Source: an optimization exercise on an open RTL-to-GDS flow (aim: small area). Production flows keep margins and buffers that such runs may drop.
In this exercise RTL edits were held to simulation tests only and were not proved equivalent to the original.
The clock port is modelled as an ideal driver; clocking choices that lean on that would not hold on a real chip.
Power figures rest on the tool's default switching activity, not on a simulated workload.

==> module spi_frame_rx, before the edit <==
module spi_frame_rx (
    input  logic        clk,
    input  logic        rst,
    input  logic        sck,
    input  logic        sdi,
    output logic [23:0] notes,        
    output logic [1:0]  note_count,
    output logic [1:0]  note_count_next,
    output logic [2:0]  strike        
);
    logic [1:0]  sck_sync;
    logic        sdi_sync;
    logic        sck_rise;
    logic [25:0] sh;
    logic [25:0] sh_n;       
    logic        locked;
    logic [4:0]  cnt;        
    logic        frame_end;    
    logic        frame_done;
    logic        match;
    assign sck_rise = sck_sync[0] & ~sck_sync[1];
    assign sh       = ~sh_n;
    assign match    = (cnt >= 5'd5) && (sh[25:15] == '0) && (sh[14:0] == '1) && sdi_sync;
    assign note_count_next = frame_done ? sh[25:24] : note_count;
    always_ff @(posedge clk)
    begin
        sck_sync[0] <= sck & ~rst;
        sck_sync[1] <= sck_sync[0];
        sdi_sync    <= sdi;
    end
    always_ff @(posedge clk)
    begin
        if (rst)
        begin
            sh_n       <= '0;
            locked     <= 1'b0;
            cnt        <= '0;
            frame_end  <= 1'b0;
            frame_done <= 1'b0;
        end
        else
        begin
            frame_done <= frame_end;
            frame_end  <= 1'b0;
            if (sck_rise)
            begin
                sh_n <= ~{sh[24:0], sdi_sync};
                if (!locked)
                begin
                    locked <= match;
                    if (match || sh[25])
                        cnt <= '0;
                    else if (cnt != 5'd5)
                        cnt <= cnt + 1'b1;
                end
                else
                begin
                    cnt        <= cnt + 1'b1;
                    frame_end <= (cnt == 5'd31);
                end
            end
        end
    end
    always_ff @(posedge clk)
    begin
        for (int i = 0; i < 3; i++)
            strike[i] <= frame_done && (sh[8*i +: 8] != notes[8*i +: 8]);
        if (rst)
        begin
            notes      <= '0;
            note_count <= '0;
        end
        else
        begin
            if (frame_done)
            begin
                notes      <= sh[23:0];
                note_count <= sh[25:24];
            end
        end
    end
endmodule
==> module envelope_gen, before the edit <==
module envelope_gen (
    input  logic       clk,
    input  logic       rst,
    input  logic [7:0] note,
    input  logic       strike,
    output logic [4:0] step,
    output logic       active,
    output logic       active_next,
    output logic       done
);
    logic [10:0] cnt;
    logic        nz;
    logic [4:0]  step_next;
    logic        step_end;
    assign nz       = |note;
    assign step_next = (~nz | strike) ? 5'd0 : (step_end & ~step[4]) ? step + 1'b1 : step;
    assign step_end = (cnt == piano_pkg::STEP_LAST);
    assign done     = step[4];
    assign active_next = ~rst & nz & (strike | (active & ~(step_end & (step[3:0] == 4'hF))));
    always_ff @(posedge clk)
    begin
        active <= active_next;
        if (~nz | strike | step_end)    
            cnt <= '0;
        else
            cnt <= {cnt[9:0], ~(cnt[10] ^ cnt[8])};
        step <= step_next & {~rst, 4'b1111};
    end
endmodule
==> module dac_serializer, before the edit <==
module dac_serializer (
    input  logic       clk,
    input  logic       rst,
    input  logic [7:0] mix,
    output logic       capture,
    output logic       clear,
    output logic       run,
    output logic       divide,
    output logic       half,
    output logic       third,
    output logic [4:0] k,
    output logic       data,
    output logic       dclk,
    output logic       load,
    output logic       ldac
);
    logic [3:0] b;      
    logic [5:0] p;      
    logic       b_last;
    logic       late;   
    assign b_last = b[3] & b[2] & b[1];
    always_ff @(posedge clk)
    begin
        if (rst)
            b <= 4'd14;
        else if (b_last)
            b <= 4'd0;
        else if (p == 6'd39)
            b <= b + 1'b1;
    end
    always_ff @(posedge clk)
    begin
        if (b_last || p == 6'd39)
            p <= '0;
        else
            p <= p + 1'b1;
    end
    assign capture = ~rst & (b == 4'd13) & (p == 6'd38);
    assign clear   = b_last;
    assign run     = (b == 4'd0) && (p < 6'd24);
    assign k       = p[4:0];
    assign divide  = (b == 4'd0) && (p == 6'd24);
    assign half    = (b == 4'd0) && (p == 6'd26);
    assign third   = (b == 4'd0) && (p == 6'd27 || p == 6'd29 || p == 6'd31 || p == 6'd33);
    assign late = p >= 6'd7;
    assign dclk = (p < 6'd20) & ~(b[3] & b[2]);
    assign load = ~(b == 4'd12);
    assign ldac = ~(b == 4'd13);
    always_comb
    begin
        case (b)
            4'd4:    data = late & mix[7];
            4'd5:    data = late ? mix[6] : mix[7];
            4'd6:    data = late ? mix[5] : mix[6];
            4'd7:    data = late ? mix[4] : mix[5];
            4'd8:    data = late ? mix[3] : mix[4];
            4'd9:    data = late ? mix[2] : mix[3];
            4'd10:   data = late ? mix[1] : mix[2];
            4'd11:   data = late ? mix[0] : mix[1];
            default: data = 1'b0;
        endcase
    end
endmodule
==> flow/config.mk <==
export PLATFORM = sky130hd
export DESIGN_NAME = piano_top
export DESIGN_NICKNAME = piano_top
export VERILOG_FILES = /design/flow/design.v
export SDC_FILE = /design/flow/constraint.sdc
export NUM_CORES = 4
export LEC_CHECK = 0
export CAP_MARGIN = 20
export CORE_MARGIN = 2
export CORE_UTILIZATION = 70
export PLACE_DENSITY = 0.85
export SLEW_MARGIN = 20
==> flow/constraint.sdc <==
create_clock -name core_clock -period 10.0 [get_ports {clk}]
set_input_delay 2.0000 -clock core_clock [delete_from_list [all_inputs] [get_ports {clk}]]
set_output_delay 2.0000 -clock core_clock [all_outputs]
set_load 0.01 [all_outputs]
standard.sh (not shown) runs the stock make flow with config.mk's settings and CLKGATE_MAP_FILE= SYNTH_SCRIPT=/design/flow/synth_recipe.tcl, a recipe that flattens the netlist after the stock synthesis.
==> flow/flow/run.sh <==
#!/bin/bash
# Own layout flow: the standard flow (standard.sh), run in parts, with
# - the standard synthesis, whose combinational logic is then re-mapped for
#   area (flow/reopt.sh); the registers stay as the standard synthesis made
#   them,
# - ABC's buffers removed at floorplan, then every combinational cell put at
#   its smallest drive strength (flow/downsize.tcl); repair_design and
#   repair_timing size up again where needed,
# - the smallest buffer on each port,
# - a clock tree of small buffers without dummy loads, where a leaf buffer
#   whose flip-flops would see a clock slew near the limit is swapped for a
#   larger one (flow/fixclk.tcl).
# Each tool's output goes to a log file here.
set -e
export CTS_ARGS="-sink_clustering_enable -repair_clock_nets -buf_list sky130_fd_sc_hd__clkbuf_4 -dont_use_dummy_load"
export REMOVE_ABC_BUFFERS=1
export BUFFER_PORTS_ARGS="-buffer_cell sky130_fd_sc_hd__buf_1"
RES=$(pwd)/orfs/results/sky130hd/piano_top/base
bash standard.sh synth > standard_synth.log 2>&1
cp $RES/1_2_yosys.v standard_synth_netlist.v
bash flow/reopt.sh standard_synth_netlist.v $RES/1_2_yosys.v > reopt.log 2>&1
bash standard.sh floorplan > standard_floorplan.log 2>&1
RES_DIR=$RES openroad -no_init -exit flow/downsize.tcl > downsize.log 2>&1
bash standard.sh cts > standard_cts.log 2>&1
RES_DIR=$RES openroad -no_init -exit flow/fixclk.tcl > fixclk.log 2>&1
bash standard.sh > standard.log 2>&1
Other scripts of this flow, unchanged in this note and not shown: flow/flow/downsize.tcl, flow/flow/fixclk.tcl, flow/flow/reopt.sh
Then changed:
--- a/flow/design.v
+++ b/flow/design.v
@@ -22,5 +22,4 @@
     logic        sck_rise;
     logic [25:0] sh;
-    logic [25:0] sh_n;       
     logic        locked;
     logic [4:0]  cnt;        
@@ -29,5 +28,4 @@
     logic        match;
     assign sck_rise = sck_sync[0] & ~sck_sync[1];
-    assign sh       = ~sh_n;
     assign match    = (cnt >= 5'd5) && (sh[25:15] == '0) && (sh[14:0] == '1) && sdi_sync;
     assign note_count_next = frame_done ? sh[25:24] : note_count;
@@ -42,5 +40,5 @@
         if (rst)
         begin
-            sh_n       <= '0;
+            sh         <= '1;
             locked     <= 1'b0;
             cnt        <= '0;
@@ -54,5 +52,5 @@
             if (sck_rise)
             begin
-                sh_n <= ~{sh[24:0], sdi_sync};
+                sh <= {sh[24:0], sdi_sync};
                 if (!locked)
                 begin
@@ -73,13 +71,14 @@
     always_ff @(posedge clk)
     begin
-        for (int i = 0; i < 3; i++)
-            strike[i] <= frame_done && (sh[8*i +: 8] != notes[8*i +: 8]);
         if (rst)
         begin
             notes      <= '0;
             note_count <= '0;
+            strike     <= '0;
         end
         else
         begin
+            for (int i = 0; i < 3; i++)
+                strike[i] <= frame_done && (sh[8*i +: 8] != notes[8*i +: 8]);
             if (frame_done)
             begin
@@ -102,8 +101,8 @@
     logic [10:0] cnt;
     logic        nz;
-    logic [4:0]  step_next;
+    logic        clr;
     logic        step_end;
     assign nz       = |note;
-    assign step_next = (~nz | strike) ? 5'd0 : (step_end & ~step[4]) ? step + 1'b1 : step;
+    assign clr      = rst | ~nz | strike;
     assign step_end = (cnt == piano_pkg::STEP_LAST);
     assign done     = step[4];
@@ -116,5 +115,8 @@
         else
             cnt <= {cnt[9:0], ~(cnt[10] ^ cnt[8])};
-        step <= step_next & {~rst, 4'b1111};
+        if (clr)
+            step <= '0;
+        else if (step_end & ~step[4])
+            step <= step + 1'b1;
     end
 endmodule
@@ -216,15 +218,14 @@
     always_ff @(posedge clk)
     begin
-        if (rst)
-            b <= 4'd14;
-        else if (b_last)
-            b <= 4'd0;
+        if (rst | b_last)
+        begin
+            b <= rst ? 4'd14 : 4'd0;
+            p <= '0;
+        end
         else if (p == 6'd39)
-            b <= b + 1'b1;
-    end
-    always_ff @(posedge clk)
-    begin
-        if (b_last || p == 6'd39)
+        begin
             p <= '0;
+            b <= b + 1'b1;
+        end
         else
             p <= p + 1'b1;
Outcome:
- The new run ran to the end with no violations
- global-route usage drops by 1.5 points
- combinational power drops by well over a third
- routed wire length drops by a few percent
- power drops by a few percent
- count of clock-buffer cells in the layout is unchanged
- design area climbs slightly
- worst setup slack improves by 0.59 ns
- non-clock buffer count climbs by 1
- fmax climbs by roughly a tenth
- sequential share of layout area drops by 0.38 points
- cell count stays flat
- synthesized cell count is about the same

[afterwards: timing with drivers on the ports]
The results above use ideal ports. As a check the final layouts listed here were re-extracted and re-timed, cells and wires unchanged. Step 1, drivers: a clkbuf_16 drives clk and a buf_2 each remaining input, both assumed. Step 2 times the ports against the registers' clock, not the clock port: input delays grow and output delays shrink by t, the midpoint of the rising clock arrivals with the driver on. Three values: no drivers, after step 1, after step 2; two values: the first two.
| run | t (ns) | setup WS [ns] | clock arrival spread, ns | cell pins on the clock port's net |
|---|---|---|---|---|
| the first run | 0.580 | 4.117 / 4.117 / 4.117 | 0.042 / 0.042 | 1 |
| the second run | 0.615 | 4.711 / 4.711 / 4.505 | 0.039 / 0.039 | 1 |
After both steps every run listed still meets setup and hold. The setup slack of the second run, which loses most, moves by 0.000 ns with the drivers and by -0.206 ns with both steps.
